This is an optimization exercise on Yosys and OpenROAD, whose aim is small area, a short achievable clock period and few clock cycles, not a production implementation.
No functional check of the RTL was part of this run.
Power is estimated from default activity; no workload was simulated.

==> design/flow/design.v <==
package app_pkg;
   localparam int CNT_W = 24;
   localparam logic [23:0] LFSR_POLY = 24'hE10000;
   localparam logic [31:0] CRC_POLY_REF = 32'hEDB88320;
   typedef enum logic [2:0] {
      P_LOOP,
      P_CODE,
      P_ARG0,
      P_ARG1,
      P_ARG2,
      P_ODATA,
      P_WAIT
   } pstate_e;
   typedef enum logic [2:0] {
      C_IN,
      C_OUT,
      C_ADDR,
      C_LFSRW,
      C_RREAD
   } pcmd_e;
   typedef enum logic [2:0] {
      J_IN,
      J_LOAD,
      J_RREAD,
      J_LREAD,
      J_WORD,
      J_ECHO
   } job_e;
   typedef enum logic [1:0] {
      G_IDLE,
      G_IN,
      G_WORD,
      G_RREAD
   } gstate_e;
endpackage
`timescale 1ns/1ps
module byte_pacer #(
   parameter int WAIT_W = 8
) (
   input  logic              clk_i,
   input  logic              rstn,
   input  logic              wait_set_i,
   input  logic [WAIT_W-1:0] wait_val_i,
   input  logic              paced_i,     
   output logic              wait_nz_o,
   output logic              free_o,      
   output logic              near_free_o  
);
   logic [WAIT_W-1:0] wait_q;
   logic [WAIT_W-1:0] gap_q;
   logic [WAIT_W-1:0] gap_d;
   assign wait_nz_o = |wait_q;
   always_comb begin
      if (paced_i)      gap_d = wait_q;
      else if (|gap_q)  gap_d = gap_q - 1'b1;
      else              gap_d = '0;
   end
   assign free_o      = ~|gap_d;
   assign near_free_o = ~|gap_q[WAIT_W-1:1];
   always_ff @(posedge clk_i or negedge rstn) begin
      if (!rstn) begin
         wait_q <= '0;
         gap_q  <= '0;
      end else begin
         if (wait_set_i) wait_q <= wait_val_i;
         gap_q <= gap_d;
      end
   end
endmodule
`timescale 1ns/1ps
module crc32_engine (
   input  logic        clk_i,
   input  logic        rstn,
   input  logic        init_i,    
   input  logic        upd_i,
   input  logic [7:0]  data_i,
   input  logic        load_i,
   input  logic [31:0] load_val_i,
   output logic [31:0] crc_o
);
   logic [31:0] crc_q;
   logic [31:0] base;
   function automatic logic [31:0] crc_byte(input logic [31:0] crc, input logic [7:0] data);
      logic [31:0] c;
      c = crc ^ {24'd0, data};
      for (int i = 0; i < 8; i++) begin
         if (c[0]) c = (c >> 1) ^ app_pkg::CRC_POLY_REF;
         else      c = c >> 1;
      end
      crc_byte = c;
   endfunction
   assign base  = init_i ? 32'hFFFF_FFFF : crc_q;
   assign crc_o = crc_q;
   always_ff @(posedge clk_i or negedge rstn) begin
      if (!rstn) begin
         crc_q <= '1;
      end else if (load_i) begin
         crc_q <= load_val_i;
      end else if (upd_i) begin
         crc_q <= crc_byte(base, data_i);
      end else if (init_i) begin
         crc_q <= '1;
      end
   end
endmodule
`timescale 1ns/1ps
module lfsr24 (
   input  logic        clk_i,
   input  logic        rstn,
   input  logic        load_i,
   input  logic [23:0] load_val_i,
   input  logic        step_i,
   output logic [23:0] lfsr_o
);
   logic [23:0] lfsr_q;
   logic        fb;
   assign fb     = ~^(lfsr_q & app_pkg::LFSR_POLY);
   assign lfsr_o = lfsr_q;
   always_ff @(posedge clk_i or negedge rstn) begin
      if (!rstn) begin
         lfsr_q <= '0;
      end else if (load_i) begin
         lfsr_q <= load_val_i;
      end else if (step_i) begin
         lfsr_q <= {lfsr_q[22:0], fb};
      end
   end
endmodule
`timescale 1ns/1ps
module byte_ram #(
   parameter int TAP_P = 8
) (
   input  logic       clk_i,
   input  logic       rstn,
   input  logic       wr_en_i,
   input  logic [7:0] wr_addr_i,
   input  logic [7:0] wr_data_i,
   input  logic       wr_cont_i,     
   output logic       wr_ok_o,       
   output logic       wr_idle_o,     
   input  logic       rd_start_i,
   input  logic [7:0] rd_addr_i,
   input  logic       rd_take_i,     
   output logic       rd_ok_o,       
   output logic [7:0] rd_data_o
);
   localparam int NT = 256 / TAP_P;
   localparam int SW = $clog2(TAP_P);
   localparam int KW = 8 - SW;
   logic [2047:0]   ring;
   logic [7:0]      ph;
   logic [7:0]      dl_data [TAP_P];
   logic [TAP_P-1:0] dl_v;
   logic [SW-1:0]   w_s;
   logic [KW-1:0]   w_k;
   logic [7:0]      w_d;
   logic            w_en;
   logic [7:0]      wd;
   logic [7:0]      rd_off;
   logic [7:0]      tap [NT];
   assign wr_idle_o = ~|dl_v;
   assign wr_ok_o   = wr_idle_o | wr_cont_i;
   assign wd   = wr_addr_i - ph - 8'd2;
   assign w_en = dl_v[w_s];
   assign w_d  = dl_data[w_s];
   always_ff @(posedge clk_i or negedge rstn) begin
      if (!rstn) begin
         ph     <= '0;
         dl_v   <= '0;
         w_s    <= '0;
         w_k    <= '0;
         rd_off <= '0;
      end else begin
         ph <= ph + 1'b1;
         for (int j = TAP_P - 1; j > 0; j--) begin
            dl_v[j] <= dl_v[j-1] & (w_s != SW'(j - 1));
         end
         dl_v[0] <= wr_en_i;
         if (wr_en_i && wr_idle_o) begin
            w_s <= wd[SW-1:0];
            w_k <= wd[7:SW];
         end
         if (rd_start_i) begin
            rd_off <= rd_addr_i - ph - 8'd1;
         end else if (!rd_take_i) begin
            rd_off <= rd_off - 8'd1;
         end
      end
   end
   always_ff @(posedge clk_i) begin
      dl_data[0] <= wr_data_i;
      for (int j = 1; j < TAP_P; j++) begin
         dl_data[j] <= dl_data[j-1];
      end
   end
   logic [2047:0] ring_d;
   always_comb begin
      ring_d = {ring[7:0], ring[2047:8]};
      for (int k = 0; k < NT; k++) begin
         if (w_en && w_k == KW'(k)) ring_d[k*TAP_P*8 +: 8] = w_d;
      end
   end
   always_ff @(posedge clk_i) begin
      ring <= ring_d;
   end
   always_comb begin
      for (int k = 0; k < NT; k++) begin
         tap[k] = ring[k*TAP_P*8 +: 8];
      end
   end
   assign rd_ok_o   = (rd_off[SW-1:0] == '0);
   assign rd_data_o = tap[rd_off[7:SW]];
endmodule
`timescale 1ns/1ps
module app_ctrl (
   input  logic        clk_i,
   input  logic        rstn,
   input  logic [7:0]  out_data_i,
   input  logic        out_valid_i,
   output logic        out_ready_o,
   output logic [7:0]  in_data_o,
   output logic        in_valid_o,
   input  logic        in_ready_i,
   output logic        wait_set_o,
   output logic [7:0]  wait_val_o,
   output logic        paced_o,
   input  logic        wait_nz_i,
   input  logic        pace_free_i,
   input  logic        pace_near_free_i,
   output logic        pcrc_init_o,
   output logic        pcrc_upd_o,
   output logic [7:0]  pcrc_data_o,
   input  logic [31:0] pcrc_i,
   output logic        gcrc_init_o,
   output logic        gcrc_upd_o,
   output logic [7:0]  gcrc_data_o,
   output logic        gcrc_load_o,
   output logic [31:0] gcrc_load_val_o,
   input  logic [31:0] gcrc_i,
   output logic        lfsr_load_o,
   output logic [23:0] lfsr_load_val_o,
   output logic        lfsr_step_o,
   input  logic [23:0] lfsr_i,
   output logic        wr_en_o,
   output logic [7:0]  wr_addr_o,
   output logic [7:0]  wr_data_o,
   output logic        wr_cont_o,
   input  logic        wr_ok_i,
   input  logic        wr_idle_i,
   output logic        rd_start_o,
   output logic [7:0]  rd_addr_o,
   output logic        rd_take_o,
   input  logic        rd_ok_i,
   input  logic [7:0]  rd_data_i
);
   logic        rdy_q;
   logic        sk_v_q;
   logic [7:0]  sk_d_q;
   logic        ov_q;
   logic [7:0]  od_q;
   logic        op_q;         
   app_pkg::pstate_e     ps_q;
   app_pkg::pcmd_e       pc_q;
   logic [23:0] arg_q;
   logic [7:0]  addr_q;
   logic        lb_q;         
   logic        sl_v_q;
   app_pkg::job_e        sl_k_q;
   app_pkg::gstate_e     gs_q;
   logic [23:0] gcnt_q;
   logic [1:0]  gidx_q;
   logic        hs_out;
   logic        b_v;
   logic [7:0]  b;
   logic        b_zero;
   logic        take;         
   assign hs_out = out_valid_i & rdy_q;
   assign b_v    = sk_v_q | hs_out;
   assign b      = sk_v_q ? sk_d_q : out_data_i;
   assign b_zero = (b == 8'h00);
   logic        tv_q;
   logic [7:0]  td_q;
   logic        tp_q;
   logic        in_take;
   logic        ofree;        
   logic        oload;
   logic [7:0]  onext;
   logic        opaced;
   assign in_take = ov_q & in_ready_i;
   assign ofree   = wait_nz_i ? (~ov_q & ~tv_q & pace_near_free_i) : ~tv_q;
   logic        pj_v;         
   app_pkg::job_e        pj_k;
   logic        pj_argjob;
   logic        sl_take;      
   logic        g_start;      
   logic        byp;          
   logic        g_ready;      
   logic        rread_busy;
   logic        sl_argjob;
   logic        gen_quiet;
   assign sl_argjob  = sl_v_q & (sl_k_q == app_pkg::J_IN || sl_k_q == app_pkg::J_LOAD || sl_k_q == app_pkg::J_RREAD);
   assign rread_busy = (sl_v_q & sl_k_q == app_pkg::J_RREAD) | (gs_q == app_pkg::G_RREAD);
   assign gen_quiet  = (gs_q == app_pkg::G_IDLE) & ~sl_v_q & ~ov_q & ~tv_q;
   always_comb begin
      pj_v = 1'b0;
      pj_k = app_pkg::J_ECHO;
      case (ps_q)
         app_pkg::P_LOOP: begin
            pj_v = ~b_zero;
            pj_k = app_pkg::J_ECHO;
         end
         app_pkg::P_CODE: begin
            pj_v = (b == 8'h06);
            pj_k = app_pkg::J_LREAD;
         end
         app_pkg::P_ARG2: begin
            case (pc_q)
               app_pkg::C_IN:    begin pj_v = 1'b1; pj_k = app_pkg::J_IN;    end
               app_pkg::C_LFSRW: begin pj_v = 1'b1; pj_k = app_pkg::J_LOAD;  end
               app_pkg::C_RREAD: begin pj_v = 1'b1; pj_k = app_pkg::J_RREAD; end
               default: ;
            endcase
         end
         app_pkg::P_ODATA: begin
            pj_v = (arg_q == '0);
            pj_k = app_pkg::J_WORD;
         end
         default: ;
      endcase
   end
   assign g_ready = (gs_q == app_pkg::G_IDLE) & ofree;
   assign sl_take = sl_v_q & g_ready;
   assign byp     = b_v & pj_v & g_ready & ~sl_v_q & (pj_k != app_pkg::J_WORD);
   logic echo_ok;
   logic slot_busy;
   logic stall;
   assign echo_ok   = g_ready & ~sl_v_q & ~rread_busy & wr_ok_i;
   assign slot_busy = sl_v_q & ~g_ready;
   always_comb begin
      stall = 1'b0;
      case (ps_q)
         app_pkg::P_LOOP:  stall = ~b_zero & ~echo_ok;
         app_pkg::P_CODE:  stall = (b == 8'h06) & slot_busy;
         app_pkg::P_ARG0:  stall = sl_argjob & ~g_ready;
         app_pkg::P_ARG2:  begin
            if (pc_q == app_pkg::C_OUT) stall = slot_busy & (sl_k_q == app_pkg::J_WORD);
            else if (pc_q != app_pkg::C_ADDR) stall = slot_busy;
         end
         app_pkg::P_ODATA: stall = (arg_q == '0) & slot_busy;
         app_pkg::P_WAIT:  stall = ~gen_quiet;
         default: ;
      endcase
   end
   assign take = b_v & ~stall;
   logic sl_fill;
   assign sl_fill = take & pj_v & ~byp;
   app_pkg::job_e        gj_k;
   logic [23:0] gj_arg;
   logic [23:0] gj_argb;
   assign g_start = sl_take | (take & byp);
   assign gj_k    = sl_v_q ? sl_k_q : pj_k;
   assign gj_arg  = sl_v_q ? arg_q : {b, arg_q[15:0]};
   always_comb begin
      oload           = 1'b0;
      onext           = b;
      opaced          = 1'b0;
      gcrc_init_o     = 1'b0;
      gcrc_upd_o      = 1'b0;
      gcrc_data_o     = lfsr_i[7:0];
      gcrc_load_o     = 1'b0;
      gcrc_load_val_o = pcrc_i;
      lfsr_load_o     = 1'b0;
      lfsr_load_val_o = gj_arg;
      lfsr_step_o     = 1'b0;
      rd_start_o      = 1'b0;
      rd_addr_o       = addr_q;
      rd_take_o       = 1'b0;
      case (gs_q)
         app_pkg::G_IDLE: begin
            if (g_start) begin
               case (gj_k)
                  app_pkg::J_ECHO: begin
                     oload = 1'b1;
                     onext = b;
                  end
                  app_pkg::J_LREAD: begin
                     oload           = 1'b1;
                     onext           = lfsr_i[7:0];
                     gcrc_load_o     = 1'b1;
                     gcrc_load_val_o = ~{8'h00, lfsr_i};
                  end
                  app_pkg::J_WORD: begin
                     oload           = 1'b1;
                     onext           = ~pcrc_i[7:0];
                     gcrc_load_o     = 1'b1;
                     gcrc_load_val_o = pcrc_i;
                  end
                  app_pkg::J_IN: begin
                     oload       = 1'b1;
                     onext       = lfsr_i[7:0];
                     opaced      = 1'b1;
                     gcrc_init_o = 1'b1;
                     gcrc_upd_o  = 1'b1;
                     lfsr_step_o = 1'b1;
                  end
                  app_pkg::J_LOAD: begin
                     lfsr_load_o = 1'b1;
                  end
                  app_pkg::J_RREAD: begin
                     rd_start_o = 1'b1;
                  end
                  default: ;
               endcase
            end
         end
         app_pkg::G_IN: begin
            if (ofree) begin
               oload       = 1'b1;
               onext       = lfsr_i[7:0];
               opaced      = 1'b1;
               gcrc_upd_o  = 1'b1;
               lfsr_step_o = 1'b1;
            end
         end
         app_pkg::G_WORD: begin
            if (ofree) begin
               oload = 1'b1;
               onext = ~gcrc_i[gidx_q*8 +: 8];
            end
         end
         app_pkg::G_RREAD: begin
            if (ofree && rd_ok_i && wr_idle_i) begin
               oload     = 1'b1;
               onext     = rd_data_i;
               opaced    = 1'b1;
               rd_take_o = 1'b1;
            end
         end
         default: ;
      endcase
   end
   assign wr_en_o   = take & (ps_q == app_pkg::P_LOOP) & ~b_zero;
   assign wr_addr_o = addr_q;
   assign wr_data_o = b;
   assign wr_cont_o = lb_q;
   assign paced_o    = (in_take & op_q) | (hs_out & (ps_q == app_pkg::P_ODATA) & ~sk_v_q);
   assign wait_set_o = take & (ps_q == app_pkg::P_WAIT);
   assign wait_val_o = b;
   assign pcrc_init_o = take & (ps_q == app_pkg::P_ARG2) & (pc_q == app_pkg::C_OUT);
   assign pcrc_upd_o  = take & (ps_q == app_pkg::P_ODATA);
   assign pcrc_data_o = b;
   assign out_ready_o = rdy_q;
   assign in_valid_o  = ov_q;
   assign in_data_o   = od_q;
   logic sk_v_d;
   assign sk_v_d = b_v & ~take;
   always_ff @(posedge clk_i or negedge rstn) begin
      if (!rstn) begin
         rdy_q  <= 1'b0;
         sk_v_q <= 1'b0;
         sk_d_q <= '0;
         ov_q   <= 1'b0;
         od_q   <= '0;
         op_q   <= 1'b0;
         tv_q   <= 1'b0;
         td_q   <= '0;
         tp_q   <= 1'b0;
         ps_q   <= app_pkg::P_LOOP;
         pc_q   <= app_pkg::C_IN;
         arg_q  <= '0;
         addr_q <= '0;
         lb_q   <= 1'b0;
         sl_v_q <= 1'b0;
         sl_k_q <= app_pkg::J_IN;
         gs_q   <= app_pkg::G_IDLE;
         gcnt_q <= '0;
         gidx_q <= '0;
      end else begin
         sk_v_q <= sk_v_d;
         if (!sk_v_q) sk_d_q <= out_data_i;
         rdy_q  <= ~sk_v_d & pace_free_i;
         if (!ov_q || in_take) begin
            if (tv_q) begin
               ov_q <= 1'b1;
               od_q <= td_q;
               op_q <= tp_q;
            end else begin
               ov_q <= oload;
               od_q <= onext;
               op_q <= opaced;
            end
         end
         if (tv_q) begin
            if (!ov_q || in_take) tv_q <= oload;
            if (!ov_q || in_take) begin
               td_q <= onext;
               tp_q <= opaced;
            end
         end else if (oload && ov_q && !in_take) begin
            tv_q <= 1'b1;
            td_q <= onext;
            tp_q <= opaced;
         end
         lb_q <= wr_en_o;
         if (take) begin
            case (ps_q)
               app_pkg::P_LOOP: begin
                  if (b_zero) ps_q <= app_pkg::P_CODE;
                  else        addr_q <= addr_q + 1'b1;
               end
               app_pkg::P_CODE: begin
                  ps_q <= app_pkg::P_ARG0;
                  case (b)
                     8'h01: pc_q <= app_pkg::C_IN;
                     8'h02: pc_q <= app_pkg::C_OUT;
                     8'h03: pc_q <= app_pkg::C_ADDR;
                     8'h05: pc_q <= app_pkg::C_LFSRW;
                     8'h08: pc_q <= app_pkg::C_RREAD;
                     8'h04: ps_q <= app_pkg::P_WAIT;
                     default: ps_q <= app_pkg::P_LOOP;
                  endcase
               end
               app_pkg::P_ARG0: begin
                  arg_q[7:0] <= b;
                  if (pc_q == app_pkg::C_ADDR) addr_q <= b;
                  ps_q <= app_pkg::P_ARG1;
               end
               app_pkg::P_ARG1: begin
                  arg_q[15:8] <= b;
                  ps_q <= app_pkg::P_ARG2;
               end
               app_pkg::P_ARG2: begin
                  arg_q[23:16] <= b;
                  ps_q <= (pc_q == app_pkg::C_OUT) ? app_pkg::P_ODATA : app_pkg::P_LOOP;
               end
               app_pkg::P_ODATA: begin
                  arg_q <= arg_q - 1'b1;
                  if (arg_q == '0) ps_q <= app_pkg::P_LOOP;
               end
               app_pkg::P_WAIT: begin
                  ps_q <= app_pkg::P_LOOP;
               end
               default: ps_q <= app_pkg::P_LOOP;
            endcase
         end
         if (rd_start_o && !(take && ps_q == app_pkg::P_ARG0 && pc_q == app_pkg::C_ADDR)) begin
            addr_q <= '0;
         end
         if (sl_take) begin
            sl_v_q <= 1'b0;
         end
         if (sl_fill) begin
            sl_v_q <= 1'b1;
            sl_k_q <= pj_k;
         end
         case (gs_q)
            app_pkg::G_IDLE: begin
               if (g_start) begin
                  case (gj_k)
                     app_pkg::J_LREAD, app_pkg::J_WORD: begin
                        gs_q   <= app_pkg::G_WORD;
                        gidx_q <= 2'd1;
                     end
                     app_pkg::J_IN: begin
                        gcnt_q <= gj_arg;
                        gidx_q <= 2'd0;
                        gs_q   <= (gj_arg == '0) ? app_pkg::G_WORD : app_pkg::G_IN;
                     end
                     app_pkg::J_RREAD: begin
                        gcnt_q <= gj_arg;
                        gs_q   <= app_pkg::G_RREAD;
                     end
                     default: ;
                  endcase
               end
            end
            app_pkg::G_IN: begin
               if (oload) begin
                  gcnt_q <= gcnt_q - 1'b1;
                  if (gcnt_q == 24'd1) gs_q <= app_pkg::G_WORD;
               end
            end
            app_pkg::G_WORD: begin
               if (oload) begin
                  gidx_q <= gidx_q + 1'b1;
                  if (gidx_q == 2'd3) gs_q <= app_pkg::G_IDLE;
               end
            end
            app_pkg::G_RREAD: begin
               if (oload) begin
                  gcnt_q <= gcnt_q - 1'b1;
                  if (gcnt_q == '0) gs_q <= app_pkg::G_IDLE;
               end
            end
            default: gs_q <= app_pkg::G_IDLE;
         endcase
      end
   end
endmodule
`timescale 1ns/1ps
module usb_app #(
   parameter int RAM_DEPTH = 256,
   parameter int WAIT_W    = 8
) (
   input  logic       clk_i,
   input  logic       rstn_i,
   input  logic [7:0] out_data_i,
   input  logic       out_valid_i,
   output logic       out_ready_o,
   output logic [7:0] in_data_o,
   output logic       in_valid_o,
   input  logic       in_ready_i
);
   logic        rst_meta;
   logic        rstn;
   logic        wait_set;
   logic [7:0]  wait_val;
   logic        paced;
   logic        wait_nz;
   logic        pace_free;
   logic        pace_near_free;
   logic        pcrc_init, pcrc_upd, pcrc_load;
   logic [7:0]  pcrc_data;
   logic [31:0] pcrc;
   logic        gcrc_init, gcrc_upd, gcrc_load;
   logic [7:0]  gcrc_data;
   logic [31:0] gcrc_load_val;
   logic [31:0] gcrc;
   logic        lfsr_load, lfsr_step;
   logic [23:0] lfsr_load_val;
   logic [23:0] lfsr;
   logic        wr_en, wr_cont, wr_ok, wr_idle;
   logic [7:0]  wr_addr, wr_data;
   logic        rd_start, rd_take, rd_ok;
   logic [7:0]  rd_addr, rd_data;
   always_ff @(posedge clk_i or negedge rstn_i) begin
      if (!rstn_i) begin
         rst_meta <= 1'b0;
         rstn     <= 1'b0;
      end else begin
         rst_meta <= 1'b1;
         rstn     <= rst_meta;
      end
   end
   app_ctrl u_ctrl (
      .clk_i, .rstn,
      .out_data_i, .out_valid_i, .out_ready_o,
      .in_data_o, .in_valid_o, .in_ready_i,
      .wait_set_o(wait_set), .wait_val_o(wait_val), .paced_o(paced),
      .wait_nz_i(wait_nz), .pace_free_i(pace_free), .pace_near_free_i(pace_near_free),
      .pcrc_init_o(pcrc_init), .pcrc_upd_o(pcrc_upd), .pcrc_data_o(pcrc_data), .pcrc_i(pcrc),
      .gcrc_init_o(gcrc_init), .gcrc_upd_o(gcrc_upd), .gcrc_data_o(gcrc_data),
      .gcrc_load_o(gcrc_load), .gcrc_load_val_o(gcrc_load_val), .gcrc_i(gcrc),
      .lfsr_load_o(lfsr_load), .lfsr_load_val_o(lfsr_load_val), .lfsr_step_o(lfsr_step), .lfsr_i(lfsr),
      .wr_en_o(wr_en), .wr_addr_o(wr_addr), .wr_data_o(wr_data), .wr_cont_o(wr_cont),
      .wr_ok_i(wr_ok), .wr_idle_i(wr_idle),
      .rd_start_o(rd_start), .rd_addr_o(rd_addr), .rd_take_o(rd_take),
      .rd_ok_i(rd_ok), .rd_data_i(rd_data)
   );
   byte_pacer #(.WAIT_W(WAIT_W)) u_pacer (
      .clk_i, .rstn,
      .wait_set_i(wait_set), .wait_val_i(WAIT_W'(wait_val)), .paced_i(paced),
      .wait_nz_o(wait_nz), .free_o(pace_free), .near_free_o(pace_near_free)
   );
   crc32_engine u_pcrc (
      .clk_i, .rstn,
      .init_i(pcrc_init), .upd_i(pcrc_upd), .data_i(pcrc_data),
      .load_i(1'b0), .load_val_i(32'd0), .crc_o(pcrc)
   );
   crc32_engine u_gcrc (
      .clk_i, .rstn,
      .init_i(gcrc_init), .upd_i(gcrc_upd), .data_i(gcrc_data),
      .load_i(gcrc_load), .load_val_i(gcrc_load_val), .crc_o(gcrc)
   );
   lfsr24 u_lfsr (
      .clk_i, .rstn,
      .load_i(lfsr_load), .load_val_i(lfsr_load_val),
      .step_i(lfsr_step), .lfsr_o(lfsr)
   );
   byte_ram u_ram (
      .clk_i, .rstn,
      .wr_en_i(wr_en), .wr_addr_i(wr_addr), .wr_data_i(wr_data), .wr_cont_i(wr_cont),
      .wr_ok_o(wr_ok), .wr_idle_o(wr_idle),
      .rd_start_i(rd_start), .rd_addr_i(rd_addr), .rd_take_i(rd_take),
      .rd_ok_o(rd_ok), .rd_data_o(rd_data)
   );
endmodule
==> design/flow/run.sh <==
#!/bin/bash
# synth_recipe.tcl (not shown) runs the flow's synth.tcl, then flattens the netlist and writes it again
# the make line also repeats each setting of config.mk as NAME=value (left out here)
make -C /OpenROAD-flow-scripts/flow DESIGN_CONFIG=/design/flow/config.mk WORK_HOME=/design/flow/orfs CLKGATE_MAP_FILE= SYNTH_SCRIPT=/design/flow/synth_recipe.tcl finish
==> design/flow/config.mk <==
export PLATFORM = sky130hd
export DESIGN_NAME = usb_app
export DESIGN_NICKNAME = usb_app
export VERILOG_FILES = /design/flow/design.v
export SDC_FILE = /design/flow/constraint.sdc
export NUM_CORES = 4
export LEC_CHECK = 0
export ABC_CLOCK_PERIOD_IN_PS = 2400
export CAP_MARGIN = 20
export CORE_MARGIN = 2
export CORE_UTILIZATION = 50
export CTS_CLUSTER_DIAMETER = 60
export CTS_CLUSTER_SIZE = 25
export SETUP_SLACK_MARGIN = 2.6
export SLEW_MARGIN = 20
==> design/flow/constraint.sdc <==
create_clock -name core_clock -period 5.0 [get_ports {clk_i}]
set_input_delay 1.0000 -clock core_clock [delete_from_list [all_inputs] [get_ports {clk_i}]]
set_output_delay 1.0000 -clock core_clock [all_outputs]
set_load 0.01 [all_outputs]
==> impl_results.md <==
- Post-synth EDFFs: 0
- Sequential-to-total area share from yosys stat: 75.8%
- Die Span Y: 361 um
- CTS Buf Count: 133
- Vias in the first global route: 35300
- Dominant synthesized flop cell: dfxtp_1
- Post-synth top area share: 66.3%
- Setup_tns: 0 ns
- Avg Cell Area, Syn: 13.0 um^2
- Setup violations, final: 0
- Mapped Nets: 4931
- Final worst path period need: 3.67 ns
- Initial Utilization: 50.2%
- Total Routing Usage GR: 25.5%
- Post-CTS Hold Fix Bufs: 0
- Tot Pwr: 38.1 mW
- Drt total wl: 169 mm
- Placed wire-length estimate: 111 mm
- P_leak: 30.3 nW
- Core area: 127000 um^2
- Share of cells above drive strength 1: 22.9%
- Setup repair after global routing missed its margin: yes
- DR iter-0 viols: 4134
- Maxcap violations: 0
- R2R setup slack: 1.34 ns
- WP data arrival: 4.38 ns
- #FFs+latches synth: 2350
- Gr ovfl total: 0
- Hold Vio Cnt, Final: 0
- Wire per inst: 24.4 um
- Syn-to-layout area delta: 19.2%
- Row Count: 131
- Worst Setup End Kind: flop
- Synth unique cells: 89
- Setup WS pre-CTS: 0.300 ns
- Peak VDD IR: 395 uV
- Relative slew slack: 24.3%
- Final hold slack: 0.240 ns
- RePlAce Congestion: 0.957
- TritonCTS Sinks: 2350
- Cells after Synth: 4897
- Post-layout nets: 5241
- Status: timing/DRC/antenna clean
- Ys Warns: 8
- Global-route wire length before repair: 241 mm
- Io pins: 22
- Die area: 130000 um^2
- Hold Crit Class: flop to async pin
- CP max FO: 4
- Final worst-path cycle share: 73.4%
- H-Tree Depth: 4
- Reg2reg path depth: 12
- Fmax: 273 MHz
- Vias per inst: 5.44
- Clock Pin Slew Worst Setup and Hold Paths: 0.08 ns
- Synth top area cells: dfxtp_1 (66%), dfrtp_1 (6.8%), mux2_2 (2.8%)
- Drt pass-1 iters: 7
- FFs w/ async S/R, synth: 10.1%
- Crit Path Category: primary input to flop
- FF-to-FF Start: u_ram.dl_v[5]
- Via count: 37700
- Worst setup margin: 1.33 ns
- Clock Latency Late Sink: 0.80 ns
- CP Launch Type: primary input
- CTS tree: yes
- Initial antenna violation count: 23
- Power Dens Cells: 502 nW/um^2
- Max-slew violation count: 0
- Mapped Area: 63800 um^2
- Detail Route Antenna Nets: 0
- FF-to-FF End: u_ram.rd_off[6]
- Synth area leader: dfxtp_1
- DR DRC count: 0
- Root buf cell: clkbuf_16
- Largest net degree at the start of global routing: 110
- I/O Buffers: 21
- Worst slew pin tran: 1.12 ns
- Clock Skew: 0.0444 ns
- CTS Buffer Depth: 3
- Die width: 361 um
- CP required: 5.72 ns
[timing repair]
action	4_1_cts	5_1_grt
setup endpoints to repair	471	323
pin swaps	153	75
hold endpoints to repair	0	0
cloned	26	2
resized for setup	629	193
setup buffers	161	39
[cell families after synthesis]
logic type	synth area share, %
and+or+nand+nor	7.21
DFF	75.8
adders and majority gates	0.443
muxes	3.99
other	0.00588
buffers and inverters	1.54
AOI/OAI and AO/OA	7.97
xor gates and xnor gates	3.09
[final cells by class]
type,count,area [um^2]
diodes,5,12.5
clock buffers,148,3470
clock inverters,53,837
fillers,9872,51000
inverters,54,211
multi-input cells,2301,17300
flip-flops and latches,2350,48400
well taps,1662,2080
repair buffers,366,3750
repair inverters,1,5.00
[sequential cells by signal, indices dropped and copies added (netlist names), 3 cells and up]
signal and cells:
u_ram.dl_data 64, u_ram.w_k 5, u_pacer.gap_q 8, u_gcrc.crc_q 32, u_pacer.wait_q 8, u_ctrl.ps_q 3, u_ram.dl_v 8, u_ctrl.gcnt_q 24
u_ram.rd_off 8, u_ctrl.pc_q 3, u_ctrl.sk_d_q 8, u_lfsr.lfsr_q 24, u_ctrl.addr_q 8, u_ctrl.td_q 8, u_ctrl.od_q 8, u_ram.w_s 3
u_ctrl.arg_q 24, u_ram.ring 2048, u_ctrl.sl_k_q 3, u_ram.ph 8, u_pcrc.crc_q 32
[worst max-delay path: stages]
cell,delay [ns]
clkdlybuf4s50_1,0.47
mux2i_2,0.08
o21a_1,0.16
a2111o_1,0.45
o31a_1,0.29
o21a_4,0.25
nor3_4,0.17
mux2i_1,0.24
ha_2,0.21
or4b_4,0.46
or3_1,0.33
xor2_1,0.14
mux2i_1,0.14
[through the flow]
step	instance area, um^2	cells	utilization (%)
after floorplan	63900	4897	-
after global placement	66500	6506	52.3
after detailed placement	66500	6506	52.3
after CTS	74800	6894	58.9
after global routing	76000	6935	59.8
final	76000	6940	59.8
[layer usage]
metal	global-route usage, %	wire length, um	vias to the layer above
met5	0	9	-
met2	36.2	69700	1491
met4	8.06	5540	2
met3	6.25	15100	339
met1	38.2	78700	18700
li1	-	-	17200
[cell usage in the layout, fill, tap and decap left out, types with 14 or more instances in the layout]
cell type | synthesis | final
buf_12 | 0 | 30
dfstp_2 | 64 | 64
nor2b_1 | 20 | 17
dfrtp_2 | 0 | 18
nand4_1 | 31 | 31
nand2_1 | 302 | 273
nand3_1 | 83 | 72
mux2i_1 | 55 | 48
nor2_2 | 0 | 26
a22oi_1 | 55 | 49
o211ai_1 | 16 | 16
nand2_4 | 0 | 14
dfxtp_1 | 2112 | 2112
buf_6 | 0 | 75
dfrtp_1 | 174 | 150
and3_1 | 42 | 36
xnor2_1 | 174 | 148
o21ai_0 | 310 | 211
a21oi_2 | 0 | 34
nor2_4 | 0 | 25
a21oi_1 | 208 | 171
clkbuf_16 | 0 | 138
buf_4 | 0 | 228
inv_1 | 52 | 46
nor3_1 | 87 | 68
mux2_2 | 157 | 149
o22ai_1 | 30 | 20
xnor2_2 | 0 | 22
nor2_1 | 306 | 256
o21ai_4 | 0 | 14
o21ai_2 | 0 | 38
xor2_1 | 51 | 47
o21ai_1 | 7 | 55
a32oi_1 | 32 | 26
nand2_2 | 0 | 14
ha_1 | 21 | 17
[where the power goes]
part / total (mW) / switching [mW] / internal [mW] / leakage [nW]
combinational: 6.57 / 4.10 / 2.47 / 8.32
clock: 11.9 / 6.27 / 5.61 / 2.08
sequential: 19.7 / 0.452 / 19.2 / 19.9
[Yosys cell counts (all sizes together), types with 18 or more instances]
master	n
or3	18
a22oi	55
o22ai	30
nand4	31
dfrtp	174
nand3	83
dfxtp	2112
a31oi	21
nor2b	20
nor2	306
ha	21
buf	29
dfstp	64
mux2i	55
xnor2	174
clkbuf	173
nor4	20
and3	42
nor3	88
inv	53
nand2	302
a21oi	208
o21ai	317
mux2	157
xor2	51
a32oi	32
[worst max path at each step]
stage	start	end	slack, ns	cells past startpoint
after CTS	u_ram.dl_v[6]	u_ram.rd_off[6]	1.39	12
after global routing	u_ram.dl_v[5]	u_ram.rd_off[6]	1.24	12
final	out_data_i[1]	u_ram.rd_off[6]	1.33	13
after global placement	out_data_i[3]	u_ram.rd_off[6]	0.25	14
after floorplan	out_data_i[4]	u_ram.rd_off[6]	0.88	13
after detailed placement	out_data_i[3]	u_ram.rd_off[6]	0.30	14

[afterwards: timing with drivers on the ports]
The results above use ideal ports. As a check the final layout listed here was re-extracted and re-timed, cells and wires unchanged. Step 1 (the two cells are an assumption about what drives the block):
set clk [get_ports {clk_i}]
set_driving_cell -lib_cell sky130_fd_sc_hd__clkbuf_16 $clk
set_driving_cell -lib_cell sky130_fd_sc_hd__buf_2 [delete_from_list [all_inputs] $clk]
Step 2 moves the port delays by t, midway between the first and last clock arrival at a register: inputs arrive t later, outputs are due t later. That takes back most of the time a late clock gives input paths. a / b / c = no drivers / after step 1 / after step 2; a / b = the first two.
shift t [ns]: 0.860
slack for setup (ns): 1.332 / 1.337 / 0.504
worst setup path at the end: input to register
After both steps this run still meets setup and hold. The setup slack of this run moves by +0.005 ns with the drivers and by -0.828 ns with both steps.
